This is an optimization exercise on Yosys and OpenROAD, whose aim is small area, not a production implementation.
RTL that was checked went through simulation tests only; none was proved equivalent to the original.
No functional check of the RTL was part of runs 1 to 5.
Power is estimated from default activity; no workload was simulated.

[flow/design.v]
package uartBridge_pkg;
    typedef logic [22:0] memAddr_t;     
    typedef logic [15:0] memWord_t;     
    typedef struct packed {
        logic [7:0]  opcode;            
        logic        addrTop;           
        memAddr_t    addr;
        logic [15:0] pad;               
    } readFrame_s;
    typedef struct packed {
        logic [7:0]  opcode;            
        logic        addrTop;           
        memAddr_t    addr;
        memWord_t    data;              
    } writeFrame_s;
    typedef union packed {
        readFrame_s  rd;
        writeFrame_s wr;
    } cmdFrame_u;
endpackage
`timescale 1ns/1ps
module uartBridgeTop (
    input  logic sys_clk,
    input  logic arstN,
    input  logic uartRxLine,
    output logic uartTxLine,
    output logic cmdError
);
    localparam logic [7:0] CMD_CLEAR = 8'h2F;
    localparam logic [1:0] RX_IDLE  = 2'd0;
    localparam logic [1:0] RX_START = 2'd1;
    localparam logic [1:0] RX_DATA  = 2'd2;
    localparam logic [1:0] RX_STOP  = 2'd3;
    logic [1:0] syncReg;
    logic       rxSync;
    logic [1:0] rxState;
    logic [3:0] rxCnt;
    logic [2:0] rxBit;          
    logic       rxStrobe;       
    logic [7:0] rxByte;
    logic       rxRead;
    assign rxSync   = syncReg[1];
    assign rxRead   = (rxState == RX_DATA) && (rxCnt == 4'd0);
    assign rxStrobe = (rxState == RX_IDLE) && (rxCnt == 4'd0);
    always_ff @(posedge sys_clk or negedge arstN) begin
        if (!arstN) begin
            syncReg  <= 2'b11;
            rxState  <= RX_IDLE;
            rxCnt    <= 4'd9;
            rxBit    <= '0;
        end else begin
            syncReg  <= {syncReg[0], uartRxLine};
            rxCnt    <= (rxState == RX_IDLE) ? 4'd9 : rxCnt + 4'd1;
            if (rxRead)
                rxBit <= rxBit + 3'd1;
            case (rxState)
                RX_IDLE:  if (!rxSync) rxState <= RX_START;
                RX_START: if (rxCnt == 4'd0) rxState <= rxSync ? RX_IDLE : RX_DATA;
                RX_DATA:  if (rxRead && rxBit == 3'd7) rxState <= RX_STOP;
                default:  if (rxCnt == 4'd15) rxState <= RX_IDLE;
            endcase
        end
    end
    always_ff @(posedge sys_clk) begin
        if (rxRead)
            rxByte <= {rxSync, rxByte[7:1]};
    end
    logic [2:0]  byteCnt;
    logic        isW;           
    logic        isClear, isOpcode, lastByte;
    logic        rdReq, rdValid;    
    logic        wrReady;           
    logic [6:0]  idx;               
    logic        wrHit;
    assign isClear  = (rxByte == CMD_CLEAR);
    assign isOpcode = (rxByte == 8'h52) || (rxByte == 8'h57);
    assign lastByte = (byteCnt == (isW ? 3'd5 : 3'd3));
    always_ff @(posedge sys_clk or negedge arstN) begin
        if (!arstN) begin
            byteCnt  <= '0;
            cmdError <= 1'b0;
            rdReq    <= 1'b0;
            rdValid  <= 1'b0;
            isW      <= 1'b0;
        end else begin
            cmdError <= 1'b0;
            rdReq    <= 1'b0;
            rdValid  <= rdReq;
            if (rxStrobe) begin
                if (isClear) begin
                    byteCnt <= '0;
                    isW     <= 1'b0;        
                end else if (byteCnt == 3'd0) begin
                    if (isOpcode) begin
                        byteCnt <= 3'd1;
                        isW     <= rxByte[0];
                    end else
                        cmdError <= 1'b1;
                end else if (lastByte) begin
                    byteCnt <= '0;
                    if (!isW)
                        rdReq <= 1'b1;
                end else begin
                    byteCnt <= byteCnt + 3'd1;
                end
            end
        end
    end
    always_ff @(posedge sys_clk) begin
        if (rxRead && rxBit == 3'd6 && byteCnt == 3'd3)
            idx <= {rxSync, rxByte[7:2]};
    end
    logic [15:0] ring [128];
    logic [6:0]  rot;
    logic        clr;           
    logic [15:0] txWord;
    always_ff @(posedge sys_clk or negedge arstN) begin
        if (!arstN) begin
            rot <= '0;
            clr <= 1'b1;
        end else begin
            rot <= rot - 7'd1;
            if (rot == 7'd1)
                clr <= 1'b0;
        end
    end
    logic e5, e6, e7;
    logic [1:0] tap4;
    assign e5   = (idx[4:0] == rot[4:0]);
    assign e6   = e5 && (idx[5] == rot[5]);
    assign e7   = e6 && (idx[6] == rot[6]);
    assign tap4 = idx[6:5] - rot[6:5];
    assign wrReady = isW && (byteCnt == 3'd0);
    assign wrHit   = wrReady && e7;
    always_ff @(posedge sys_clk) begin
        ring[0] <= ring[127];
        ring[1] <= clr ? 16'h0000 : (wrHit ? txWord : ring[0]);
        for (int p = 2; p < 128; p++)
            ring[p] <= ring[p-1];
    end
    always_ff @(posedge sys_clk) begin
        if (isW) begin
            if (rxStrobe && byteCnt == 3'd4)
                txWord[15:8] <= rxByte;
            if (rxStrobe && byteCnt == 3'd5)
                txWord[7:0] <= rxByte;
        end else begin
            if (e5)
                txWord[0] <= ring[{tap4, 5'd0}][0];
            if (e5 && !tap4[0])
                txWord[4:1] <= ring[{tap4[1], 6'd0}][4:1];
            if (e7)
                txWord[15:5] <= ring[0][15:5];
        end
    end
    localparam logic [1:0] TX_IDLE  = 2'd0;
    localparam logic [1:0] TX_START = 2'd1;
    localparam logic [1:0] TX_DATA  = 2'd2;
    localparam logic [1:0] TX_STOP  = 2'd3;
    logic [1:0] txState;
    logic [3:0] txCnt;
    logic [2:0] txBit;
    logic       byteSel;
    logic       bitEnd;
    logic       txOut;
    assign bitEnd = (txCnt == 4'd15);
    assign txOut  = txWord[{byteSel, txBit}];
    always_ff @(posedge sys_clk or negedge arstN) begin
        if (!arstN) begin
            txState    <= TX_IDLE;
            txCnt      <= '0;
            txBit      <= '0;
            byteSel    <= 1'b0;
            uartTxLine <= 1'b1;
        end else begin
            txCnt <= (txState == TX_IDLE) ? 4'd0 : txCnt + 4'd1;
            case (txState)
                TX_IDLE: begin
                    if (rdValid) begin
                        txState    <= TX_START;
                        byteSel    <= 1'b0;
                        uartTxLine <= 1'b0;
                    end
                end
                TX_START: begin
                    if (bitEnd) begin
                        txState    <= TX_DATA;
                        txBit      <= txBit + 3'd1;
                        uartTxLine <= txOut;
                    end
                end
                TX_DATA: begin
                    if (bitEnd) begin
                        if (txBit == 3'd0) begin
                            txState    <= TX_STOP;
                            uartTxLine <= 1'b1;
                        end else begin
                            txBit      <= txBit + 3'd1;
                            uartTxLine <= txOut;
                        end
                    end
                end
                default: begin
                    if (bitEnd) begin
                        if (byteSel)
                            txState <= TX_IDLE;
                        else begin
                            byteSel    <= 1'b1;
                            txState    <= TX_START;
                            uartTxLine <= 1'b0;
                        end
                    end
                end
            endcase
        end
    end
endmodule
[flow/run.sh]
#!/bin/bash
# synth_recipe.tcl (not shown) runs the flow's synth.tcl, then flattens the netlist and writes it again
# the make line also repeats each setting of config.mk as NAME=value (left out here)
make -C /OpenROAD-flow-scripts/flow DESIGN_CONFIG=/design/flow/config.mk WORK_HOME=/design/flow/orfs CLKGATE_MAP_FILE= SYNTH_SCRIPT=/design/flow/synth_recipe.tcl finish
[flow/config.mk]
export PLATFORM = sky130hd
export DESIGN_NAME = uartBridgeTop
export DESIGN_NICKNAME = uartBridgeTop
export VERILOG_FILES = /design/flow/design.v
export SDC_FILE = /design/flow/constraint.sdc
export NUM_CORES = 4
export LEC_CHECK = 0
export CAP_MARGIN = 20
export CORE_MARGIN = 2
export CORE_UTILIZATION = 60
export CTS_BUF_LIST = sky130_fd_sc_hd__clkbuf_16
export CTS_CLUSTER_DIAMETER = 45
export CTS_CLUSTER_SIZE = 28
export PLACE_DENSITY = 0.75
export SLEW_MARGIN = 20
[flow/constraint.sdc]
create_clock -name core_clock -period 10.0 [get_ports {sys_clk}]
set_input_delay 2.0000 -clock core_clock [delete_from_list [all_inputs] [get_ports {sys_clk}]]
set_output_delay 2.0000 -clock core_clock [all_outputs]
set_load 0.01 [all_outputs]
==> results.ini, run 1 <==
[yosys]
syn-num-nets = 2420
synth-seq-cells = 2116
synthFlopType = dfxtp_1
syn_area_per_cell_sq_um = 18.6
synthDistinctLibCells = 47
netlist.area_leader.share_pct = 91.7
syn-instance-count = 2398
synth_area_sq_mm = 0.0447
synth_top_area_cell = dfxtp_1
async_reset_ff_share_pct = 1.75
synth_warnings = 2
synth_commonest_cells = dfxtp_1 (2,048), dfrtp_1 (31), edfxtp_1 (31), inv_1 (31), o21ai_0 (31)
synth-edff-count = 31
post_synth_main_area_contributors = dfxtp_1 (92%), edfxtp_1 (2.1%), dfrtp_1 (1.7%)
ys_seq_area_share_pct = 95.9
yosysMostFrequentCell = dfxtp_1

[final_layout]
utilization_pct = 68.2
stdcell_count = 3587
antenna_cells = 0
layout-drive-gt1-share_pct = 9.01
final_nets = 2537
area_growth_pct = 13.0

[floorplanning]
num_rows = 100
start_util_pct = 60.4
core_area_sq_mm = 0.0741
fp.dieW_um = 277
die_area_sq_mm = 0.0767
ios = 5
chipHeight_um = 277

[timing]
layout_min_cycle_time_ns = 3.79
fmax_mhz = 264
setup_tns_ns = 0
finalHoldViolations = 0
slew_violations = 0
finalSetupViolations = 0
post-route-period-util_pct = 37.9
tightest_slew_ns = 0.996
hold_slack_ns = 0.292
skew_ns = 0.0638
grt_setup_unrepaired = false
timing.final.ws_setup_ns = 6.21
maxSlewHeadroom_pct = 33.6

[clocking]
cts_tree = yes
numCtsBuffers = 130
cts_max_level = 4
clock-sinks = 2116
clk_pin_slew_ns = 0.08
cts-root-buf = clkbuf_16
cts-resized-gates = 0
postCtsHoldBufs = 0
clk_latency_ns = 0.73
post_cts_buffers = 0
clock_path_buffers = 3

[placement]
routabilityCongestion = 0.764
hpwl_um = 28700
dp_slack_ns = 6.90
dp.cells = 3352
io_buffer_count = 4

[critical_path]
cp.required_ns = 8.00
cpLargestDelayFamily = flip-flops
critPathKind = reg2out
end_kind = primary output
cpPeakStageDelay_ns = 0.55
cp.buffers_inverters = 1
crit_fanout = 2
cp_cell_sequence = clkdlybuf4s50_1
critPathArrivalTime_ns = 1.79
critical-path-slowest-cell = dfstp_2
start_kind = register

[routing]
drt_pass1_iterations = 4
drc_errors = 0
drt_iter0_markers = 818
via_per_inst = 4.35
wirelength_um = 61600
dr_total_vias = 15600
ant_nets = 0
wl_per_cell_um = 17.2

[pwr]
vdd_drop_max_v = 0.000200
power_density_mw_per_mm2 = 288
leakagePower_nw = 20.1

[global_route]
grt_use_total_pct = 16.8
grt_remaining_overflow = 0
antenna_found_initial = 4
grt_max_degree = 38
grt_pass1_vias = 17200
grt_pass1_wl_um = 98800

[flow_run]
cap_violations = 0

[outcome]
outcome = complete, no violations

[worst_hold_path]
min_path_type = reg2reg

## routing by layer
layer	share of wire, %	vias to the layer above	global-route usage [%]
met5	0	-	0
met4	2.2	0	5.76
met3	3.0	109	3.72
met2	47	193	27.2
met1	47	7487	22.5
li1	-	7816	-
## layout make-up
class | count | area, sq um
flip-flops and latches | 2116 | 42900
fillers | 4423 | 23600
clock buffers | 134 | 3350
multi-input cells | 232 | 1660
clock inverters | 101 | 1270
well taps | 969 | 1210
inverters | 31 | 116
repair buffers | 4 | 35.0
## cell families after synthesis
kind of cell	after synthesis	share of synthesized area (%)
AOI/OAI and AO/OA	80	1.08
xor gates and xnor gates	20	0.425
adders and majority gates	19	0.532
buffers and inverters	50	0.422
DFF	2116	95.9
muxes	16	0.484
and+or+nand+nor	97	1.20
## sequential cells by signal, summed over array words and instances (netlist names), 3 cells and up
| signal | count |
|---|---|
| byteCnt | 3 |
| idx | 7 |
| ring | 2048 |
| rot | 7 |
| rxBit | 3 |
| rxByte | 8 |
| rxCnt | 4 |
| txBit | 3 |
| txCnt | 4 |
| txWord | 16 |
## per-stage QoR
| step | power (mW) | cell area (sq um) |
|---|---|---|
| final | 14.5 | 50500 |
| after global routing | 15.0 | 50500 |
| after CTS | 14.7 | 50500 |
| after detailed placement | 8.87 | 45900 |
| after global placement | 8.84 | 45900 |
| after floorplan | 8.82 | 44700 |
## cells in the final DEF (no fill, tap or decap), types with 5 or more instances in the layout
cell        count
nor3_1          6
clkinv_8       12
nor2_1         15
o21ai_0        31
mux2_2          5
clkinv_1       14
nand3_1         8
o31ai_1        17
dfxtp_1      2048
inv_8          15
bufinv_16       9
xor2_1          6
mux2i_1         7
ha_1           19
a21oi_1        20
xnor2_1        12
edfxtp_1       31
clkinv_4        7
clkbuf_16     134
nand2_1        19
dfrtp_1        31
inv_1          36
dfstp_2         6
inv_6          14
nor2b_1         6
inv_12          7
clkinvlp_4      5
nand4_1        18
inv_16          6
## worst paths after layout
| path | startpoint | end | slack (ns) | cells past startpoint |
|---|---|---|---|---|
| min in group asynchronous | arstN | cmdError$_DFF_PN0_ | 1.41 | 1 |
| hold reg to reg | ring[1][2]$_SDFF_PP0_ | ring[2][2]$_DFF_P_ | 0.29 | 0 |
| max in group asynchronous | arstN | isW$_DFFE_PN0P_ | 7.91 | 1 |
| hold / removal | ring[1][2]$_SDFF_PP0_ | ring[2][2]$_DFF_P_ | 0.29 | 0 |
| setup / recovery | uartTxLine$_DFFE_PN1P_ | uartTxLine | 6.21 | 1 |
| setup reg to reg | rot[0]$_DFF_PN0_ | txWord[13]$_DFFE_PP_ | 6.87 | 4 |
## where the power goes
part           switching [mW]  leakage [nW]  internal, mW
registers              0.0437          17.2          8.47
logic                  0.0918         0.674        0.0717
clock network            3.00          2.25          2.86
==> inputs of run 2 (changes only) <==
==> flow/flow/run.sh (new file) <==
#!/bin/bash
set -euo pipefail
CTS_SIZE=${CTS_SIZE:-28}
CTS_DIAM=${CTS_DIAM:-45}
CTS_BUF=${CTS_BUF:-sky130_fd_sc_hd__clkbuf_16}
if [[ -f flow/cts.env ]]; then source flow/cts.env; fi
cat >> config.mk <<EOC
export CTS_ARGS = -sink_clustering_enable -repair_clock_nets -sink_clustering_size $CTS_SIZE -sink_clustering_max_diameter $CTS_DIAM -buf_list $CTS_BUF -dont_use_dummy_load
EOC
bash standard.sh > flow_make.log 2>&1
==> flow/flow/cts.env (new file) <==
CTS_SIZE=28
CTS_DIAM=45
==> flow/standard.sh (new file) <==
#!/bin/bash
# synth_recipe.tcl (not shown) runs the flow's synth.tcl, then flattens the netlist and writes it again
# the make line also repeats each setting of config.mk as NAME=value (left out here)
make -C /OpenROAD-flow-scripts/flow DESIGN_CONFIG=/design/flow/config.mk WORK_HOME=/design/flow/orfs CLKGATE_MAP_FILE= SYNTH_SCRIPT=/design/flow/synth_recipe.tcl "${@:-finish}"
--- a/flow/config.mk
+++ b/flow/config.mk
@@ -8,8 +8,6 @@
 export CAP_MARGIN = 20
 export CORE_MARGIN = 2
 export CORE_UTILIZATION = 60
-export CTS_BUF_LIST = sky130_fd_sc_hd__clkbuf_16
-export CTS_CLUSTER_DIAMETER = 45
-export CTS_CLUSTER_SIZE = 28
 export PLACE_DENSITY = 0.75
 export SLEW_MARGIN = 20
+export CTS_ARGS = -sink_clustering_enable -repair_clock_nets -sink_clustering_size 28 -sink_clustering_max_diameter 45 -buf_list sky130_fd_sc_hd__clkbuf_16 -dont_use_dummy_load
removed: flow/run.sh
==> run 2 against run 1 <==
Compared with the run above: still clean; setup slack gained 0.047 ns; synthesized area did not move; hold slack lost 0.047 ns; via count fell by 1.9%; non-clock buffer count stayed put; highest routed layer unchanged.
==> results.ini, run 2 <==
[critical_path]
critPathArrivalTime_ns = 1.74
critical-path-slowest-cell = dfstp_2
cp_cell_sequence = clkdlybuf4s50_1
end_kind = primary output
rrSetupSlack_ns = 6.85
cpPeakStageDelay_ns = 0.54
crit_fanout = 2
r2r-end = txWord[13]$_DFFE_PP_
cpLargestDelayFamily = flip-flops
cp.buffers_inverters = 1
start_kind = register
critPathKind = reg2out
cp.required_ns = 8.00
r2r-start = rot[0]$_DFF_PN0_
reg2reg_depth = 4

[yosys]
synthFlopType = dfxtp_1
netlist.area_leader.share_pct = 91.7
synthDistinctLibCells = 47
synth-seq-cells = 2116
syn_area_per_cell_sq_um = 18.6
syn-instance-count = 2398
synth_area_sq_mm = 0.0447
yosysMostFrequentCell = dfxtp_1
synth_top_area_cell = dfxtp_1
async_reset_ff_share_pct = 1.75
synth_warnings = 2
post_synth_main_area_contributors = dfxtp_1 (92%), edfxtp_1 (2.1%), dfrtp_1 (1.7%)
synth-edff-count = 31
synth_commonest_cells = dfxtp_1 (2,048), dfrtp_1 (31), edfxtp_1 (31), inv_1 (31), o21ai_0 (31)
syn-num-nets = 2420
ys_seq_area_share_pct = 95.9

[final_layout]
area_growth_pct = 9.90
largest_reg_flops = 2048
final_cell_mix = dfxtp_1 (2,048), clkbuf_16 (130)
reg_top3 = ring: 2048 flops, txWord: 16 flops, rxByte: 8 flops
final_nets = 2537
antenna_cells = 0
stdcell_count = 3482
stdcell_area_sq_mm = 0.0491
utilization_pct = 66.3
final_common_cell = dfxtp_1
layout-drive-gt1-share_pct = 5.97
top_register = ring

[clocking]
clock-sinks = 2116
numCtsBuffers = 130
clk_latency_ns = 0.72
cts_tree = yes
postCtsHoldBufs = 0
cts_max_level = 4
clk_pin_slew_ns = 0.09
cts-resized-gates = 0
clock_path_buffers = 3
post_cts_buffers = 0
cts-root-buf = clkbuf_16

[placement]
routabilityCongestion = 0.764
hpwl_um = 28700
dp.cells = 3352
post_dp_cell_area_sq_mm = 0.0459
dp_slack_ns = 6.90
io_buffer_count = 4

[routing]
drt_iter0_markers = 669
dr_total_vias = 15300
drt_pass1_iterations = 4
wirelength_um = 60100
drc_errors = 0
ant_nets = 0
wl_per_cell_um = 17.3
via_per_inst = 4.40

[timing]
tightest_slew_ns = 1.01
timing.final.ws_setup_ns = 6.26
grt_setup_unrepaired = false
slew_violations = 0
fmax_mhz = 267
skew_ns = 0.0992
post-route-period-util_pct = 37.4
finalSetupViolations = 0
layout_min_cycle_time_ns = 3.74
maxSlewHeadroom_pct = 32.7
setup_tns_ns = 0
finalHoldViolations = 0
hold_slack_ns = 0.245

[floorplanning]
start_util_pct = 60.4
fp.dieW_um = 277
num_rows = 100
chipHeight_um = 277
die_area_sq_mm = 0.0767
core_area_sq_mm = 0.0741
ios = 5

[worst_hold_path]
holdCritStartpoint = ring[31][2]$_DFF_P_
hold_path_end = ring[32][2]$_DFF_P_
min_path_type = reg2reg
min_path_cells = 0

[global_route]
grt_max_degree = 38
grt_remaining_overflow = 0
grt_pass1_vias = 17000
grt_use_total_pct = 16.4
grt_pass1_wl_um = 96500
antenna_found_initial = 4

[pwr]
vdd_drop_max_v = 0.000219
leakagePower_nw = 19.5
finalPower_mw = 13.4
power_density_mw_per_mm2 = 273

[outcome]
outcome = complete, no violations

[flow_run]
cap_violations = 0

-- run 2: worst max-delay path by stage --
| stage | from | end | slack [ns] | depth (start not counted) |
|---|---|---|---|---|
| 3_3_place_gp | rot[2]$_DFF_PN0_ | txWord[8]$_DFFE_PP_ | 6.91 | 4 |
| 5_1_grt | uartTxLine$_DFFE_PN1P_ | uartTxLine | 6.20 | 1 |
| 4_1_cts | uartTxLine$_DFFE_PN1P_ | uartTxLine | 6.19 | 1 |
| 2_1_floorplan | uartTxLine$_DFFE_PN1P_ | uartTxLine | 7.47 | 0 |
| 3_5_place_dp | rot[0]$_DFF_PN0_ | txWord[9]$_DFFE_PP_ | 6.90 | 4 |
| 6_report | uartTxLine$_DFFE_PN1P_ | uartTxLine | 6.26 | 1 |
-- run 2: layer usage --
| metal | part of all wire, % | track usage (%) | up-vias |
|---|---|---|---|
| li1 | - | - | 7674 |
| met1 | 47 | 21.9 | 7321 |
| met2 | 47 | 26.5 | 196 |
| met3 | 3.7 | 3.47 | 122 |
| met4 | 2.7 | 6.30 | 0 |
| met5 | 0 | 0 | - |
-- run 2: area by class of cell --
type	instances	area, sq um
sequential	2116	42900
fill	4612	24900
clock buffer	130	3250
multi-input combinational	232	1660
tap	969	1210
inverter	31	116
timing repair buffer	4	35.0
-- run 2: kinds of logic after synthesis --
kind of cell             share of synthesized area [%]
AO/OA/AOI/OAI                                     1.08
multiplexers                                     0.484
buffers and inverters                            0.422
AND/OR/NAND/NOR                                   1.20
flip-flops                                        95.9
adder cells (fa/ha/maj)                          0.532
XOR/XNOR                                         0.425
-- run 2: where the power goes --
part           switching [mW]  internal, mW  leakage [nW]
combinational          0.0920        0.0722         0.674
clock                    2.45          2.30          1.60
sequential             0.0428          8.48          17.2
==> inputs of run 3 (changes only) <==
==> flow/flow/cts.env (replaced) <==
CTS_SIZE=14
CTS_DIAM=30
CTS_BUF=sky130_fd_sc_hd__clkbuf_8
--- a/flow/config.mk
+++ b/flow/config.mk
@@ -10,4 +10,4 @@
 export CORE_UTILIZATION = 60
 export PLACE_DENSITY = 0.75
 export SLEW_MARGIN = 20
-export CTS_ARGS = -sink_clustering_enable -repair_clock_nets -sink_clustering_size 28 -sink_clustering_max_diameter 45 -buf_list sky130_fd_sc_hd__clkbuf_16 -dont_use_dummy_load
+export CTS_ARGS = -sink_clustering_enable -repair_clock_nets -sink_clustering_size 14 -sink_clustering_max_diameter 30 -buf_list sky130_fd_sc_hd__clkbuf_8 -dont_use_dummy_load
==> run 3 against run 2 <==
Compared with the run above: still clean on timing, DRC and antenna; setup slack lost 0.096 ns; register-to-register slack better by 0.06 ns; die area unchanged; total power is 3.1% lower; routed wire length decreased by 9.4%; critical path depth did not move; sequential power barely moved.
==> results.ini, run 3 <==
[final_layout]
area_growth_pct = 9.46
fillCellCount = 4651
final_cell_mix = dfxtp_1 (2,048), clkbuf_8 (221)
reg_top3 = ring: 2048 flops, txWord: 16 flops, rxByte: 8 flops
area.sequential_sq_mm = 0.0429
top_register = ring
stdcell_area_sq_mm = 0.0489
multi_input_area_sq_mm = 0.00166
final_common_cell = dfxtp_1
utilization_pct = 66.1
final_nets = 2628
layout-drive-gt1-share_pct = 9.25
largest_reg_flops = 2048

[clocking]
cts_max_level = 4
cts-resized-gates = 0
clock-sinks = 2116
clock_path_buffers = 3
cts_tree = yes
post_cts_buffers = 0
numCtsBuffers = 221
clk_latency_ns = 0.82
cts-root-buf = clkbuf_8
postCtsHoldBufs = 0
clk_pin_slew_ns = 0.08

[placement]
hpwl_um = 28700
io_buffer_count = 4
routabilityCongestion = 0.764
post_dp_cell_area_sq_mm = 0.0459

[routing]
wirelength_um = 54500
wl_per_cell_um = 15.2
drt_iter0_markers = 635
ant_nets = 0
dr_total_vias = 15600
via_per_inst = 4.35
drt_pass1_iterations = 4
drc_errors = 0

[pwr]
vdd_drop_max_v = 0.000206
leakagePower_nw = 19.4
power_density_mw_per_mm2 = 266

[timing]
tightest_slew_ns = 0.992
finalHoldViolations = 0
setup_tns_ns = 0
skew_ns = 0.114
post-route-period-util_pct = 38.4
layout_min_cycle_time_ns = 3.84
grt_setup_unrepaired = false
finalSetupViolations = 0
slew_violations = 0
maxSlewHeadroom_pct = 33.9
fmax_mhz = 260

[floorplanning]
start_util_pct = 60.4
chipHeight_um = 277
num_rows = 100
die_area_sq_mm = 0.0767
fp.dieW_um = 277
core_area_sq_mm = 0.0741
ios = 5

[worst_hold_path]
min_path_type = reg2reg

[outcome]
outcome = complete, no violations

[global_route]
grt_pass1_vias = 17100
grt_remaining_overflow = 0
grt_pass1_wl_um = 89800
antenna_found_initial = 5
grt_use_total_pct = 14.9
grt_max_degree = 38

[yosys]
syn-num-nets = 2420
synth_commonest_cells = dfxtp_1 (2,048), dfrtp_1 (31), edfxtp_1 (31), inv_1 (31), o21ai_0 (31)
syn_area_per_cell_sq_um = 18.6
ys_seq_area_share_pct = 95.9
synthDistinctLibCells = 47
synth_top_area_cell = dfxtp_1
netlist.area_leader.share_pct = 91.7
post_synth_main_area_contributors = dfxtp_1 (92%), edfxtp_1 (2.1%), dfrtp_1 (1.7%)
async_reset_ff_share_pct = 1.75
synth-edff-count = 31
synth_area_sq_mm = 0.0447
synth_warnings = 2
synthFlopType = dfxtp_1
syn-instance-count = 2398
synth-seq-cells = 2116
yosysMostFrequentCell = dfxtp_1

[critical_path]
cp.required_ns = 8.00
cp.buffers_inverters = 1
cpLargestDelayFamily = flip-flops
end_kind = primary output
start_kind = register
critPathKind = reg2out
cpPeakStageDelay_ns = 0.54
crit_fanout = 2
critical-path-slowest-cell = dfstp_2
critPathArrivalTime_ns = 1.84
cp_cell_sequence = clkdlybuf4s50_1

[flow_run]
cap_violations = 0

## run 3: cell counts after synthesis
No cell type changed its count.
## run 3: cell families (layout without fill, tap and decap cells)
family	count (synthesis)	in the layout	share of synthesized area, %
flip-flops	2116	2116	95.9
AND/OR/NAND/NOR	97	97	1.20
AO/OA/AOI/OAI	80	80	1.08
buffers and inverters	50	256	0.422
XOR/XNOR	20	20	0.425
adder cells (fa/ha/maj)	19	19	0.532
multiplexers	16	16	0.484
other	0	6	0
## run 3: metal layers
layer	vias up	wire [um]	GRT usage, %
met4	0	1150	6.35
met3	110	2350	3.90
li1	7849	-	-
met2	243	23600	21.9
met5	-	0	0
met1	7368	27400	21.1
## run 3: through the flow
step                      power [mW]  worst slack, ns  hold slack (ns)  instances
final                           13.0             6.16            0.244       3579
after floorplan                 8.82             7.47            0.310       2398
after global routing            13.5             6.08            0.230       3578
after CTS                       13.2             6.08            0.235       3573
after detailed placement        8.87             6.90            0.312       3352
after global placement          8.84             6.91            0.310       3352
## run 3: layout make-up
class / instances / share of cell area (%)
flip-flops and latches: 2116 / 87.6
clock buffers: 221 / 6.21
multi-input cells: 232 / 3.40
well taps: 969 / 2.48
inverters: 31 / 0.238
repair buffers: 4 / 0.0716
diodes: 6 / 0.0307
## run 3: report_power, final
group          switching (mW)  leakage, nW  total, mW  internal (mW)
clock                    2.40         1.59       4.35           1.94
combinational          0.0875        0.674      0.158         0.0709
sequential             0.0411         17.2       8.52           8.48
total                    2.53         19.4       13.0           10.5
## run 3: worst paths after layout
check | from | endpoint | slack (ns) | cells past startpoint
max | uartTxLine$_DFFE_PN1P_ | uartTxLine | 6.16 | 1
min | ring[42][6]$_DFF_P_ | ring[43][6]$_DFF_P_ | 0.24 | 0
max reg2reg | rot[0]$_DFF_PN0_ | txWord[14]$_DFFE_PP_ | 6.91 | 4
min reg2reg | ring[42][6]$_DFF_P_ | ring[43][6]$_DFF_P_ | 0.24 | 0
max in group asynchronous | arstN | isW$_DFFE_PN0P_ | 7.93 | 1
min in group asynchronous | arstN | cmdError$_DFF_PN0_ | 1.34 | 1
==> inputs of run 4 (changes only) <==
==> flow/flow/cts.env (replaced) <==
CTS_SIZE=20
CTS_DIAM=35
CTS_BUF=sky130_fd_sc_hd__clkbuf_8
--- a/flow/config.mk
+++ b/flow/config.mk
@@ -10,4 +10,4 @@
 export CORE_UTILIZATION = 60
 export PLACE_DENSITY = 0.75
 export SLEW_MARGIN = 20
-export CTS_ARGS = -sink_clustering_enable -repair_clock_nets -sink_clustering_size 14 -sink_clustering_max_diameter 30 -buf_list sky130_fd_sc_hd__clkbuf_8 -dont_use_dummy_load
+export CTS_ARGS = -sink_clustering_enable -repair_clock_nets -sink_clustering_size 20 -sink_clustering_max_diameter 35 -buf_list sky130_fd_sc_hd__clkbuf_8 -dont_use_dummy_load
==> run 4 against run 3 <==
Compared with the run above: non-clock buffer count did not move; register-to-register slack got worse by 0.02 ns; final cell count fell by 1.6%; flip-flop and latch count did not move.
==> results.ini, run 4 <==
[global_route]
antenna_found_initial = 5
grt_max_degree = 38
grt_use_total_pct = 14.4
grt_pass1_vias = 16500
grt_remaining_overflow = 0
grt_pass1_wl_um = 86900

[placement]
hpwl_um = 28700
routabilityCongestion = 0.764
post_dp_cell_area_sq_mm = 0.0459
io_buffer_count = 4

[outcome]
outcome = complete, no violations

[timing]
hold_slack_ns = 0.232
post-route-period-util_pct = 38.1
layout_min_cycle_time_ns = 3.81
fmax_mhz = 263
slew_violations = 0
grt_setup_unrepaired = false
setup_tns_ns = 0
tightest_slew_ns = 0.973
skew_ns = 0.159
finalHoldViolations = 0
finalSetupViolations = 0
maxSlewHeadroom_pct = 35.1

[floorplanning]
ios = 5
num_rows = 100
die_area_sq_mm = 0.0767
core_area_sq_mm = 0.0741
chipHeight_um = 277
start_util_pct = 60.4
fp.dieW_um = 277

[yosys]
async_reset_ff_share_pct = 1.75
netlist.area_leader.share_pct = 91.7
synthDistinctLibCells = 47
post_synth_main_area_contributors = dfxtp_1 (92%), edfxtp_1 (2.1%), dfrtp_1 (1.7%)
synth_top_area_cell = dfxtp_1
yosysMostFrequentCell = dfxtp_1
synth_area_sq_mm = 0.0447
synth_warnings = 2
ys_seq_area_share_pct = 95.9
syn-instance-count = 2398
synthFlopType = dfxtp_1
synth_commonest_cells = dfxtp_1 (2,048), dfrtp_1 (31), edfxtp_1 (31), inv_1 (31), o21ai_0 (31)
syn-num-nets = 2420
synth-seq-cells = 2116
synth-edff-count = 31
syn_area_per_cell_sq_um = 18.6

[critical_path]
cp_cell_sequence = clkdlybuf4s50_1
critPathLaunch = uartTxLine$_DFFE_PN1P_
worstSetupEndpoint = uartTxLine
cp.buffers_inverters = 1
cpPeakStageDelay_ns = 0.54
cp.required_ns = 8.00
critPathKind = reg2out
rrSetupSlack_ns = 6.89
critPathArrivalTime_ns = 1.81
r2r-end = txWord[13]$_DFFE_PP_
cpLargestDelayFamily = flip-flops
critical-path-slowest-cell = dfstp_2
start_kind = register
worst-path-stages = 1
r2r-start = rot[0]$_DFF_PN0_
reg2reg_depth = 4
end_kind = primary output
crit_fanout = 2

[final_layout]
largest_reg_flops = 2048
layout-drive-gt1-share_pct = 7.41
area.sequential_sq_mm = 0.0429
final_nets = 2576
final_cell_mix = dfxtp_1 (2,048), clkbuf_8 (169)
area_growth_pct = 7.84
multi_input_area_sq_mm = 0.00166
stdcell_area_sq_mm = 0.0482
fillCellCount = 4733
reg_top3 = ring: 2048 flops, txWord: 16 flops, rxByte: 8 flops
final_common_cell = dfxtp_1
top_register = ring

[routing]
wirelength_um = 52900
wl_per_cell_um = 15.0
drt_iter0_markers = 597
drc_errors = 0
via_per_inst = 4.33
drt_pass1_iterations = 5
ant_nets = 0
dr_total_vias = 15300

[clocking]
clk_pin_slew_ns = 0.10
postCtsHoldBufs = 0
cts_tree = yes
clock_path_buffers = 3
cts-root-buf = clkbuf_8
numCtsBuffers = 169
clk_latency_ns = 0.84
cts-resized-gates = 0
post_cts_buffers = 0
clock-sinks = 2116
cts_max_level = 4

[pwr]
power_density_mw_per_mm2 = 259
leakagePower_nw = 19.1
vdd_drop_max_v = 0.000211
finalPower_mw = 12.5

[worst_hold_path]
holdCritStartpoint = ring[38][14]$_DFF_P_
min_path_type = reg2reg

[flow_run]
cap_violations = 0

## run 4: cells by family after synthesis
kind of cell / count (synthesis) / synth area share, %
buffers and inverters: 50 / 0.422
DFF: 2116 / 95.9
muxes: 16 / 0.484
xor gates and xnor gates: 20 / 0.425
adders and majority gates: 19 / 0.532
and+or+nand+nor: 97 / 1.20
AOI/OAI and AO/OA: 80 / 1.08
## run 4: report_power, final
group	internal [mW]	switching (mW)	total (mW)
combinational	0.0708	0.0861	0.157
clock	1.51	2.29	3.80
sequential	8.48	0.0409	8.52
total	10.1	2.42	12.5
## run 4: how the worst min path moves through the flow
stage / endpoint / slack (ns) / depth (start not counted)
6_report: ring[39][14]$_DFF_P_ / 0.23 / 0
2_1_floorplan: ring[0][0]$_DFF_P_ / 0.31 / 0
3_3_place_gp: ring[88][9]$_DFF_P_ / 0.31 / 0
4_1_cts: ring[39][14]$_DFF_P_ / 0.22 / 0
3_5_place_dp: ring[101][3]$_DFF_P_ / 0.31 / 0
5_1_grt: ring[39][14]$_DFF_P_ / 0.22 / 0
## run 4: per-layer routing
metal / wire length [um] / share of wire [%] / global-route usage, %
met1: 27100 / 51 / 20.7
met2: 22200 / 42 / 20.9
met3: 2210 / 4.2 / 3.80
met4: 1330 / 2.5 / 5.85
met5: 0 / 0 / 0
## run 4: cell type report
cell class | instances | area share, %
multi-input combinational | 232 | 3.45
tap | 969 | 2.51
clock buffer | 169 | 4.82
sequential | 2116 | 88.9
timing repair buffer | 4 | 0.0726
antenna | 2 | 0.0104
inverter | 31 | 0.241
## run 4: stage by stage
stage                     util (%)  setup WS [ns]  instances
after floorplan                  -           7.47       2398
after detailed placement      62.0           6.90       3352
after global routing          65.1           6.10       3522
after CTS                     65.1           6.09       3521
after global placement        62.0           6.91       3352
final                         65.1           6.19       3523
==> inputs of run 5 (changes only) <==
==> flow/flow/cts.env (replaced) <==
CTS_SIZE=36
CTS_DIAM=55
--- a/flow/config.mk
+++ b/flow/config.mk
@@ -10,4 +10,4 @@
 export CORE_UTILIZATION = 60
 export PLACE_DENSITY = 0.75
 export SLEW_MARGIN = 20
-export CTS_ARGS = -sink_clustering_enable -repair_clock_nets -sink_clustering_size 20 -sink_clustering_max_diameter 35 -buf_list sky130_fd_sc_hd__clkbuf_8 -dont_use_dummy_load
+export CTS_ARGS = -sink_clustering_enable -repair_clock_nets -sink_clustering_size 36 -sink_clustering_max_diameter 55 -buf_list sky130_fd_sc_hd__clkbuf_16 -dont_use_dummy_load
==> run 5 against run 4 <==
Compared with the run above: still clean on timing, DRC and antenna; synthesized cell count is the same; utilization grew 0.37 points; register-to-register slack gained 0.06 ns; critical path depth is the same; clock-buffer cell count shrank 65; routed wire length grew 8.7%; sequential share of layout area shrank 0.50 points; synthesized area is the same; critical endpoint unchanged.
==> results.ini, run 5 <==
[outcome]
outcome = complete, no violations

[global_route]
grt_pass1_vias = 16500
grt_pass1_wl_um = 92700
antenna_found_initial = 3
grt_remaining_overflow = 0
grt_max_degree = 38
grt_use_total_pct = 15.4

[timing]
finalHoldViolations = 0
slew_violations = 0
timing.final.ws_setup_ns = 6.27
skew_ns = 0.0867
maxSlewHeadroom_pct = 36.6
finalSetupViolations = 0
setup_tns_ns = 0
post-route-period-util_pct = 37.3
fmax_mhz = 268
grt_setup_unrepaired = false
layout_min_cycle_time_ns = 3.73
hold_slack_ns = 0.246
tightest_slew_ns = 0.950

[floorplanning]
die_area_sq_mm = 0.0767
chipHeight_um = 277
num_rows = 100
core_area_sq_mm = 0.0741
start_util_pct = 60.4
ios = 5
fp.dieW_um = 277

[clocking]
cts-resized-gates = 0
clock-sinks = 2116
clk_latency_ns = 0.67
postCtsHoldBufs = 0
post_cts_buffers = 0
numCtsBuffers = 104
clk_pin_slew_ns = 0.11
cts-root-buf = clkbuf_16
cts_max_level = 3
clock_path_buffers = 3
cts_tree = yes

[final_layout]
stdcell_count = 3456
final_common_cell = dfxtp_1
final_cell_mix = dfxtp_1 (2,048), clkbuf_16 (104)
reg_top3 = ring: 2048 flops, txWord: 16 flops, rxByte: 8 flops
area_growth_pct = 8.45
stdcell_area_sq_mm = 0.0485
largest_reg_flops = 2048
antenna_cells = 0
layout-drive-gt1-share_pct = 4.99
final_nets = 2511
top_register = ring

[yosys]
synth_warnings = 2
post_synth_main_area_contributors = dfxtp_1 (92%), edfxtp_1 (2.1%), dfrtp_1 (1.7%)
synth_area_sq_mm = 0.0447
synth-edff-count = 31
ys_seq_area_share_pct = 95.9
synth-seq-cells = 2116
syn_area_per_cell_sq_um = 18.6
synthDistinctLibCells = 47
synth_commonest_cells = dfxtp_1 (2,048), dfrtp_1 (31), edfxtp_1 (31), inv_1 (31), o21ai_0 (31)
syn-instance-count = 2398
yosysMostFrequentCell = dfxtp_1
synth_top_area_cell = dfxtp_1
netlist.area_leader.share_pct = 91.7
async_reset_ff_share_pct = 1.75
syn-num-nets = 2420
synthFlopType = dfxtp_1

[critical_path]
cpLargestDelayFamily = flip-flops
rrSetupSlack_ns = 6.95
reg2reg_depth = 4
critical-path-slowest-cell = dfstp_2
crit_fanout = 2
worst-path-stages = 1
critPathArrivalTime_ns = 1.73
critPathKind = reg2out
r2r-start = rot[0]$_DFF_PN0_
start_kind = register
cp.required_ns = 8.00
end_kind = primary output
r2r-end = txWord[10]$_DFFE_PP_
cp.buffers_inverters = 1
cp_cell_sequence = clkdlybuf4s50_1
cpPeakStageDelay_ns = 0.54

[worst_hold_path]
min_path_cells = 0
min_path_type = reg2reg
hold_path_end = ring[50][3]$_DFF_P_
holdCritStartpoint = ring[49][3]$_DFF_P_

[pwr]
p_clk_share_pct = 32.6
p_sw_mw = 2.47
power_density_mw_per_mm2 = 265
comb_power_share_pct = 1.2
cell_internal_pwr_mw = 10.4
leakagePower_nw = 19.1
vdd_drop_max_v = 0.000246
swShare_pct = 19.2
power_frac_seq_pct = 66.2

[placement]
hpwl_um = 28700
dp.cells = 3352
routabilityCongestion = 0.764
dp_slack_ns = 6.90
post_dp_cell_area_sq_mm = 0.0459
io_buffer_count = 4

[routing]
ant_nets = 0
via_per_inst = 4.38
drt_iter0_markers = 667
drc_errors = 0
wirelength_um = 57500
drt_pass1_iterations = 4
dr_total_vias = 15100
wl_per_cell_um = 16.6

[flow_run]
cap_violations = 0

-- run 5: how the worst max path moves through the flow --
stage | end | from
finish | uartTxLine | uartTxLine$_DFFE_PN1P_
global route | uartTxLine | uartTxLine$_DFFE_PN1P_
CTS | uartTxLine | uartTxLine$_DFFE_PN1P_
detailed placement | txWord[9]$_DFFE_PP_ | rot[0]$_DFF_PN0_
global placement | txWord[8]$_DFFE_PP_ | rot[2]$_DFF_PN0_
floorplan | uartTxLine | uartTxLine$_DFFE_PN1P_
-- run 5: power groups by stage --
| stage | Sequential [mW] | Clock, mW | Combinational [mW] |
|---|---|---|---|
| 2_1_floorplan | 8.69 | 0 | 0.125 |
| 3_3_place_gp | 8.70 | 0 | 0.138 |
| 3_5_place_dp | 8.71 | 0 | 0.156 |
| 4_1_cts | 8.52 | 4.30 | 0.158 |
| 5_1_grt | 8.52 | 4.56 | 0.180 |
| 6_report | 8.52 | 4.19 | 0.158 |
-- run 5: cells by family after synthesis --
group | after synthesis | share of synthesized area, %
XOR/XNOR | 20 | 0.425
AND/OR/NAND/NOR | 97 | 1.20
AO/OA/AOI/OAI | 80 | 1.08
adder cells (fa/ha/maj) | 19 | 0.532
buffers and inverters | 50 | 0.422
flip-flops | 2116 | 95.9
multiplexers | 16 | 0.484
-- run 5: layout make-up --
| class | count | area, sq um |
|---|---|---|
| Clock buffer | 104 | 2600 |
| Fill cell | 4680 | 25600 |
| Inverter | 31 | 116 |
| Multi-Input combinational cell | 232 | 1660 |
| Sequential cell | 2116 | 42900 |
| Tap cell | 969 | 1210 |
| Timing Repair Buffer | 4 | 35.0 |
-- run 5: metal layers --
metal / part of all wire, % / up-vias / wire length (um) / global-route usage [%]
li1: - / 7622 / - / -
met1: 50 / 7261 / 28500 / 22.3
met2: 45 / 157 / 26000 / 24.2
met3: 2.8 / 93 / 1600 / 2.58
met4: 2.4 / 0 / 1360 / 4.82
met5: 0 / - / 0 / 0
-- run 5: through the flow --
stage | utilization [%] | power [mW]
4_1_cts | 65.5 | 13.0
5_1_grt | 65.5 | 13.3
3_5_place_dp | 62.0 | 8.87
3_3_place_gp | 62.0 | 8.84
6_report | 65.5 | 12.9
2_1_floorplan | - | 8.82
==> inputs of run 6 (changes only) <==
--- a/flow/design.v
+++ b/flow/design.v
@@ -68,24 +68,21 @@
     logic [2:0]  byteCnt;
     logic        isW;           
     logic        isClear, isOpcode, lastByte;
-    logic        rdReq, rdValid;    
+    logic        rdDone;            
     logic        wrReady;           
     logic [6:0]  idx;               
     logic        wrHit;
     assign isClear  = (rxByte == CMD_CLEAR);
     assign isOpcode = (rxByte == 8'h52) || (rxByte == 8'h57);
     assign lastByte = (byteCnt == (isW ? 3'd5 : 3'd3));
+    assign rdDone   = rxStrobe && !isClear && !isW && (byteCnt == 3'd3);
     always_ff @(posedge sys_clk or negedge arstN) begin
         if (!arstN) begin
             byteCnt  <= '0;
             cmdError <= 1'b0;
-            rdReq    <= 1'b0;
-            rdValid  <= 1'b0;
             isW      <= 1'b0;
         end else begin
             cmdError <= 1'b0;
-            rdReq    <= 1'b0;
-            rdValid  <= rdReq;
             if (rxStrobe) begin
                 if (isClear) begin
                     byteCnt <= '0;
@@ -98,8 +95,6 @@
                         cmdError <= 1'b1;
                 end else if (lastByte) begin
                     byteCnt <= '0;
-                    if (!isW)
-                        rdReq <= 1'b1;
                 end else begin
                     byteCnt <= byteCnt + 3'd1;
                 end
@@ -168,22 +163,23 @@
     always_ff @(posedge sys_clk or negedge arstN) begin
         if (!arstN) begin
             txState    <= TX_IDLE;
-            txCnt      <= '0;
+            txCnt      <= 4'd14;
             txBit      <= '0;
             byteSel    <= 1'b0;
             uartTxLine <= 1'b1;
         end else begin
-            txCnt <= (txState == TX_IDLE) ? 4'd0 : txCnt + 4'd1;
+            txCnt <= (txState == TX_IDLE) ? 4'd14 : txCnt + 4'd1;
             case (txState)
                 TX_IDLE: begin
-                    if (rdValid) begin
+                    if (rdDone) begin
                         txState    <= TX_START;
                         byteSel    <= 1'b0;
+                    end
+                end
+                TX_START: begin
+                    if (bitEnd && uartTxLine)
                         uartTxLine <= 1'b0;
-                    end
-                end
-                TX_START: begin
-                    if (bitEnd) begin
+                    else if (bitEnd) begin
                         txState    <= TX_DATA;
                         txBit      <= txBit + 3'd1;
                         uartTxLine <= txOut;
==> flow/flow/run.sh (replaced) <==
#!/bin/bash
set -euo pipefail
CTS_SIZE=${CTS_SIZE:-28}
CTS_DIAM=${CTS_DIAM:-45}
CTS_BUF=${CTS_BUF:-sky130_fd_sc_hd__clkbuf_16}
if [[ -f flow/cts.env ]]; then source flow/cts.env; fi
cat >> config.mk <<EOC
export CTS_ARGS = -sink_clustering_enable -repair_clock_nets -sink_clustering_size $CTS_SIZE -sink_clustering_max_diameter $CTS_DIAM -buf_list $CTS_BUF ${CTS_EXTRA:-} -dont_use_dummy_load
EOC
bash standard.sh > flow_make.log 2>&1
==> flow/flow/cts.env (replaced) <==
CTS_SIZE=22
CTS_DIAM=38
CTS_BUF=sky130_fd_sc_hd__clkbuf_8
CTS_EXTRA="-root_buf sky130_fd_sc_hd__clkbuf_16 -tree_buf sky130_fd_sc_hd__clkbuf_16 -sink_clustering_buffer sky130_fd_sc_hd__clkbuf_8"
--- a/flow/config.mk
+++ b/flow/config.mk
@@ -10,4 +10,4 @@
 export CORE_UTILIZATION = 60
 export PLACE_DENSITY = 0.75
 export SLEW_MARGIN = 20
-export CTS_ARGS = -sink_clustering_enable -repair_clock_nets -sink_clustering_size 36 -sink_clustering_max_diameter 55 -buf_list sky130_fd_sc_hd__clkbuf_16 -dont_use_dummy_load
+export CTS_ARGS = -sink_clustering_enable -repair_clock_nets -sink_clustering_size 22 -sink_clustering_max_diameter 38 -buf_list sky130_fd_sc_hd__clkbuf_8 -root_buf sky130_fd_sc_hd__clkbuf_16 -tree_buf sky130_fd_sc_hd__clkbuf_16 -sink_clustering_buffer sky130_fd_sc_hd__clkbuf_8 -dont_use_dummy_load
==> run 6 against run 5 <==
Compared with the run above: sequential power decreased by 0.6%; synthesized cell count is 0.67% lower; critical path type unchanged; clock-buffer cell count rose by 49; clock power decreased by 9.3%; flip-flop and latch count decreased by 2; global-route usage decreased by 1.5 points; non-clock buffer count up 1; routed wire length decreased by 13%; critical path depth stayed put; first-iteration DRC count fell by 13%; still clean on timing, DRC and antenna; register-to-register slack gained 0.36 ns; hold slack worse by 0.018 ns.
==> results.ini, run 6 <==
[outcome]
outcome = complete, no violations

[final_layout]
area_growth_pct = 7.86
top_register = ring
largest_reg_flops = 2048
multi_input_area_sq_mm = 0.00168
final_common_cell = dfxtp_1
final_nets = 2552
stdcell_count = 3497
stdcell_area_sq_mm = 0.0482
final_cell_mix = dfxtp_1 (2,048), clkbuf_8 (136), nand2_1 (48), inv_1 (31), edfxtp_1 (31)
area.sequential_sq_mm = 0.0428
utilization_pct = 65.0
antenna_cells = 0
reg_top3 = ring: 2048 flops, txWord: 16 flops, rxByte: 8 flops
layout-drive-gt1-share_pct = 7.28
fillCellCount = 4718

[clocking]
cts-root-buf = clkbuf_16
clk_latency_ns = 0.69
postCtsHoldBufs = 0
cts_max_level = 4
post_cts_buffers = 0
clock-sinks = 2114
numCtsBuffers = 153
cts-resized-gates = 0
clock_path_buffers = 3
clk_pin_slew_ns = 0.12
cts_tree = yes

[yosys]
async_reset_ff_share_pct = 1.66
synth-seq-cells = 2114
syn-instance-count = 2382
synth_commonest_cells = dfxtp_1 (2,048), nand2_1 (48), edfxtp_1 (31), inv_1 (31), dfrtp_1 (26)
synth-edff-count = 31
synthFlopType = dfxtp_1
syn-num-nets = 2404
synth_area_sq_mm = 0.0447
synth_top_area_cell = dfxtp_1
syn_area_per_cell_sq_um = 18.8
netlist.area_leader.share_pct = 91.8
post_synth_main_area_contributors = dfxtp_1 (92%), edfxtp_1 (2.1%), dfrtp_1 (1.5%)
yosysMostFrequentCell = dfxtp_1
synth_warnings = 2
ys_seq_area_share_pct = 95.9
synthDistinctLibCells = 56

[global_route]
grt_pass1_vias = 16100
antenna_found_initial = 0
grt_pass1_wl_um = 84400
grt_max_degree = 36
grt_remaining_overflow = 0
grt_use_total_pct = 13.9

[critical_path]
critPathArrivalTime_ns = 1.75
cp_cell_sequence = clkdlybuf4s50_1
cpPeakStageDelay_ns = 0.58
worst-path-stages = 1
crit_fanout = 4
reg2reg_depth = 6
cp.required_ns = 8.00
end_kind = primary output
cpLargestDelayFamily = buffers and inverters
cp.buffers_inverters = 1
critPathKind = reg2out
start_kind = register
critical-path-slowest-cell = clkdlybuf4s50_1

[timing]
layout_min_cycle_time_ns = 3.75
tightest_slew_ns = 0.985
slew_violations = 0
grt_setup_unrepaired = false
setup_tns_ns = 0
post-route-period-util_pct = 37.5
fmax_mhz = 266
finalHoldViolations = 0
finalSetupViolations = 0
skew_ns = 0.0846
maxSlewHeadroom_pct = 34.3

[pwr]
vdd_drop_max_v = 0.000169
finalPower_mw = 12.3
leakagePower_nw = 19.1
power_density_mw_per_mm2 = 256

[placement]
post_dp_cell_area_sq_mm = 0.0459
io_buffer_count = 4
hpwl_um = 26400
dp.cells = 3343
routabilityCongestion = 0.752

[worst_hold_path]
min_path_cells = 0
min_path_type = reg2reg

[routing]
wirelength_um = 50300
drt_iter0_markers = 578
wl_per_cell_um = 14.4
dr_total_vias = 14900
via_per_inst = 4.27
drc_errors = 0
drt_pass1_iterations = 4
ant_nets = 0

[flow_run]
cap_violations = 0

[floorplanning]
die_area_sq_mm = 0.0766
start_util_pct = 60.3
fp.dieW_um = 277
ios = 5
chipHeight_um = 277
num_rows = 100
core_area_sq_mm = 0.0741

==> run 6: cell types whose count changed in the layout (fill, tap and decap cells not counted), sizes merged, moves of 5 or more <==
cell    change
nand2      +29
o31ai      -16
clkbuf     +49
a21oi      -16
dfrtp       -5
o21ai       -8
nand4      -17
mux2i      +17
==> run 6: cells by family (layout without fill, tap and decap cells) <==
group / Yosys count / in the layout / synth area share (%)
AO/OA/AOI/OAI: 46 / 46 / 0.672
XOR/XNOR: 20 / 20 / 0.426
adder cells (fa/ha/maj): 19 / 19 / 0.532
buffers and inverters: 43 / 189 / 0.373
flip-flops: 2114 / 2114 / 95.9
multiplexers: 35 / 35 / 0.916
AND/OR/NAND/NOR: 105 / 105 / 1.22
==> run 6: power breakdown <==
group | leakage [nW] | total [mW] | internal [mW] | switching (mW)
clock network | 1.19 | 3.80 | 1.53 | 2.28
registers | 17.1 | 8.47 | 8.45 | 0.0213
logic | 0.793 | 0.0481 | 0.0224 | 0.0258
==> run 6: routing by layer <==
layer | up-vias | global-route usage, % | wire (um)
li1 | 7639 | - | -
met1 | 6970 | 19.7 | 25600
met2 | 194 | 20.5 | 21500
met3 | 119 | 3.22 | 1920
met4 | 0 | 6.52 | 1280
met5 | - | 0 | 0
==> run 6: path summary, 6_finish.rpt <==
kind	end	startpoint	slack, ns
worst max-delay path	uartTxLine	uartTxLine$_DFFE_PN1P_	6.25
max in group asynchronous	txBit[0]$_DFFE_PN0P_	arstN	7.95
worst min-delay path	ring[5][0]$_DFF_P_	ring[4][0]$_DFF_P_	0.23
worst max register to register	txWord[9]$_DFFE_PP_	rxCnt[1]$_DFF_PN0_	7.31
min in group asynchronous	rot[4]$_DFF_PN0_	arstN	1.40
worst min register to register	ring[5][0]$_DFF_P_	ring[4][0]$_DFF_P_	0.23
==> run 6: area by class of cell <==
cell class              count  area share, %
clock buffers             153           4.77
repair buffers              5          0.104
flip-flops and latches   2114           88.9
inverters                  31          0.242
well taps                 969           2.52
multi-input cells         225           3.49
==> run 6: through the flow <==
stage | setup WS, ns | hold WS (ns)
after floorplan | 7.46 | 0.310
after global placement | 6.88 | 0.310
after detailed placement | 6.88 | 0.312
after CTS | 6.17 | 0.238
after global routing | 6.16 | 0.243
final | 6.25 | 0.228
==> inputs of run 7 (changes only) <==
==> flow/flow/cts.env (replaced) <==
CTS_SIZE=20
CTS_DIAM=35
CTS_BUF=sky130_fd_sc_hd__clkbuf_8
CTS_EXTRA="-root_buf sky130_fd_sc_hd__clkbuf_16 -tree_buf sky130_fd_sc_hd__clkbuf_16 -sink_clustering_buffer sky130_fd_sc_hd__clkbuf_8"
==> flow/config.mk (replaced) <==
export PLATFORM = sky130hd
export DESIGN_NAME = uartBridgeTop
export DESIGN_NICKNAME = uartBridgeTop
export VERILOG_FILES = /design/flow/design.v
export SDC_FILE = /design/flow/constraint.sdc
export NUM_CORES = 4
export LEC_CHECK = 0
export CAP_MARGIN = 20
export CORE_MARGIN = 2
export CORE_UTILIZATION = 60
export PLACE_DENSITY = 0.75
export SLEW_MARGIN = 20
export CTS_ARGS = -sink_clustering_enable -repair_clock_nets -sink_clustering_size 20 -sink_clustering_max_diameter 35 -buf_list sky130_fd_sc_hd__clkbuf_8 -root_buf sky130_fd_sc_hd__clkbuf_16 -tree_buf sky130_fd_sc_hd__clkbuf_16 -sink_clustering_buffer sky130_fd_sc_hd__clkbuf_8 -dont_use_dummy_load
==> run 7 against run 6 <==
Compared with the run above: still clean; synthesized cell count unchanged; clock skew increased by 0.0033 ns; first-iteration DRC count decreased by 0.69%; critical path depth unchanged; total power increased by 1.3%; clock power increased by 4%; flip-flop and latch count unchanged; final area increased by 0.43%; register-to-register slack about the same; utilization increased by 0.28 points; die area unchanged; hold slack improved by 0.034 ns; critical endpoint unchanged.
==> results.ini, run 7 <==
[timing]
finalHoldViolations = 0
skew_ns = 0.0880
slew_violations = 0
setup_tns_ns = 0
finalSetupViolations = 0
grt_setup_unrepaired = false
hold_slack_ns = 0.262
fmax_mhz = 266
tightest_slew_ns = 0.982
post-route-period-util_pct = 37.6
timing.final.ws_setup_ns = 6.24
layout_min_cycle_time_ns = 3.76
maxSlewHeadroom_pct = 34.5

[yosys]
syn-num-nets = 2404
synthDistinctLibCells = 56
ys_seq_area_share_pct = 95.9
post_synth_main_area_contributors = dfxtp_1 (92%), edfxtp_1 (2.1%), dfrtp_1 (1.5%)
async_reset_ff_share_pct = 1.66
synth_area_sq_mm = 0.0447
netlist.area_leader.share_pct = 91.8
synth_commonest_cells = dfxtp_1 (2,048), nand2_1 (48), edfxtp_1 (31), inv_1 (31), dfrtp_1 (26)
yosysMostFrequentCell = dfxtp_1
synth_warnings = 2
syn_area_per_cell_sq_um = 18.8
synth-seq-cells = 2114
syn-instance-count = 2382
synth_top_area_cell = dfxtp_1
synth-edff-count = 31
synthFlopType = dfxtp_1

[clocking]
clock_path_buffers = 3
postCtsHoldBufs = 0
cts_max_level = 4
clk_latency_ns = 0.69
numCtsBuffers = 168
clk_pin_slew_ns = 0.11
cts-resized-gates = 0
cts-root-buf = clkbuf_16
clock-sinks = 2114
cts_tree = yes
post_cts_buffers = 0

[pwr]
power_density_mw_per_mm2 = 258
p_clk_share_pct = 31.8
power_frac_seq_pct = 67.9
cell_internal_pwr_mw = 10.1
p_sw_mw = 2.35
leakagePower_nw = 19.2
comb_power_share_pct = 0.4
vdd_drop_max_v = 0.000198
swShare_pct = 18.9

[global_route]
use_met1_pct = 19.7
met3_usage_pct = 3.26
grt_use_met2_pct = 21.3
grt_use_total_pct = 14.1
grt_max_degree = 36
grt_pass1_wl_um = 86000
grt_remaining_overflow = 0
grt_pass1_vias = 16400
antenna_found_initial = 0
busiest_layer = met2

[final_layout]
fillCellCount = 4703
top_register = ring
reg_top3 = ring: 2048 flops, txWord: 16 flops, rxByte: 8 flops
layout-drive-gt1-share_pct = 7.83
final_nets = 2567
final_common_cell = dfxtp_1
antenna_cells = 0
area_growth_pct = 8.32
largest_reg_flops = 2048
final_cell_mix = dfxtp_1 (2,048), clkbuf_8 (151), nand2_1 (48), inv_1 (31), edfxtp_1 (31)
stdcell_count = 3512

[placement]
dp_slack_ns = 6.88
hpwl_um = 26400
io_buffer_count = 4
dp.cells = 3343
routabilityCongestion = 0.752

[critical_path]
cp_cell_sequence = clkdlybuf4s50_1
critical-path-slowest-cell = clkdlybuf4s50_1
end_kind = primary output
worst-path-stages = 1
cpPeakStageDelay_ns = 0.59
critPathArrivalTime_ns = 1.76
cpLargestDelayFamily = buffers and inverters
start_kind = register
reg2reg_depth = 6
critPathKind = reg2out
crit_fanout = 4
cp.buffers_inverters = 1
cp.required_ns = 8.00

[routing]
wl_per_cell_um = 14.6
drc_errors = 0
drt_pass1_iterations = 4
wirelength_um = 51100
drt_iter0_markers = 574
via_per_inst = 4.29
ant_nets = 0
dr_total_vias = 15100

[floorplanning]
core_area_sq_mm = 0.0741
start_util_pct = 60.3
fp.dieW_um = 277
die_area_sq_mm = 0.0766
ios = 5
num_rows = 100
chipHeight_um = 277

[outcome]
outcome = complete, no violations

[worst_hold_path]
min_path_cells = 0
min_path_type = reg2reg

[flow_run]
cap_violations = 0

-- run 7: cell types whose count changed in the layout (fill, tap and decap cells not counted) --
cell	change
clkbuf_8	+15
-- run 7: cells by family (layout without fill, tap and decap cells) --
family / Yosys count / count (layout) / synth area share (%)
AOI/OAI and AO/OA: 46 / 46 / 0.672
buffers and inverters: 43 / 204 / 0.373
DFF: 2114 / 2114 / 95.9
xor gates and xnor gates: 20 / 20 / 0.426
adders and majority gates: 19 / 19 / 0.532
muxes: 35 / 35 / 0.916
and+or+nand+nor: 105 / 105 / 1.22
-- run 7: stage by stage --
step                      area [sq um]  power (mW)  util (%)
after floorplan                  44700        8.70         -
after global placement           45900        8.71      61.9
after detailed placement         45900        8.71      61.9
after CTS                        48400        12.6      65.3
after global routing             48400        12.9      65.3
final                            48400        12.5      65.3
-- run 7: path summary, 6_finish.rpt --
check / from / to / slack, ns
max: uartTxLine$_DFFE_PN1P_ / uartTxLine / 6.24
min: ring[17][0]$_DFF_P_ / ring[18][0]$_DFF_P_ / 0.26
max reg2reg: rxCnt[1]$_DFF_PN0_ / txWord[8]$_DFFE_PP_ / 7.31
min reg2reg: ring[17][0]$_DFF_P_ / ring[18][0]$_DFF_P_ / 0.26
max in group asynchronous: arstN / byteCnt[1]$_DFFE_PN0P_ / 7.97
min in group asynchronous: arstN / cmdError$_DFF_PN0_ / 1.39
-- run 7: final cells by class --
| type | instances | area [sq um] | share of cell area, % |
|---|---|---|---|
| timing repair buffer | 5 | 50.0 | 0.103 |
| inverter | 31 | 116 | 0.241 |
| multi-input combinational | 225 | 1680 | 3.48 |
| clock buffer | 168 | 2500 | 5.17 |
| tap | 969 | 1210 | 2.51 |
| sequential | 2114 | 42800 | 88.5 |
-- run 7: power by group through the flow --
stage          combinational [mW]  sequential, mW  clock, mW
6_report                   0.0479            8.47       3.96
5_1_grt                    0.0544            8.48       4.38
4_1_cts                    0.0491            8.47       4.10
3_5_place_dp               0.0483            8.67          0
3_3_place_gp               0.0431            8.66          0
2_1_floorplan              0.0421            8.65          0
-- run 7: routing by layer --
metal | part of all wire, % | wire (um) | vias to the layer above
met1 | 50 | 25700 | 7100
met3 | 3.6 | 1830 | 107
met4 | 2.6 | 1310 | 0
li1 | - | - | 7666
met2 | 44 | 22300 | 188
met5 | 0 | 0 | -

separate check: timing with driven ports:
In the flow no input, the clock included, has a driving cell. The finished layouts below were timed again as built, in two steps.
Step 1 sets driving cells, clkbuf_16 on the clock port and buf_2 on the other inputs (assumed; they add their load-dependent delay and slew).
Step 2 times the ports against the registers' clock, not the clock port: input delays grow and output delays shrink by t, the midpoint of the rising clock arrivals with the driver on.
a / b / c = ideal / step 1 / step 2; a / b = the first two.
run	shift t [ns]	slack for setup (ns)	hold WS [ns]	worst setup path at the end	cell pins on the clock port's net
run 1	0.769	6.209 / 6.145 / 6.869	0.292 / 0.292 / 0.292	register to register	1
run 2	0.740	6.256 / 6.194 / 6.854	0.245 / 0.245 / 0.245	register to register	1
run 3	0.856	6.161 / 6.099 / 6.908	0.244 / 0.244 / 0.244	register to register	1
run 4	0.816	6.191 / 6.131 / 6.887	0.232 / 0.232 / 0.232	register to register	1
run 5	0.709	6.272 / 6.207 / 6.916	0.246 / 0.246 / 0.246	register to output	1
run 6	0.737	6.245 / 6.177 / 6.914	0.228 / 0.228 / 0.228	register to output	1
run 7	0.737	6.242 / 6.174 / 6.911	0.262 / 0.262 / 0.262	register to output	1
After both steps every run listed still meets setup and hold.
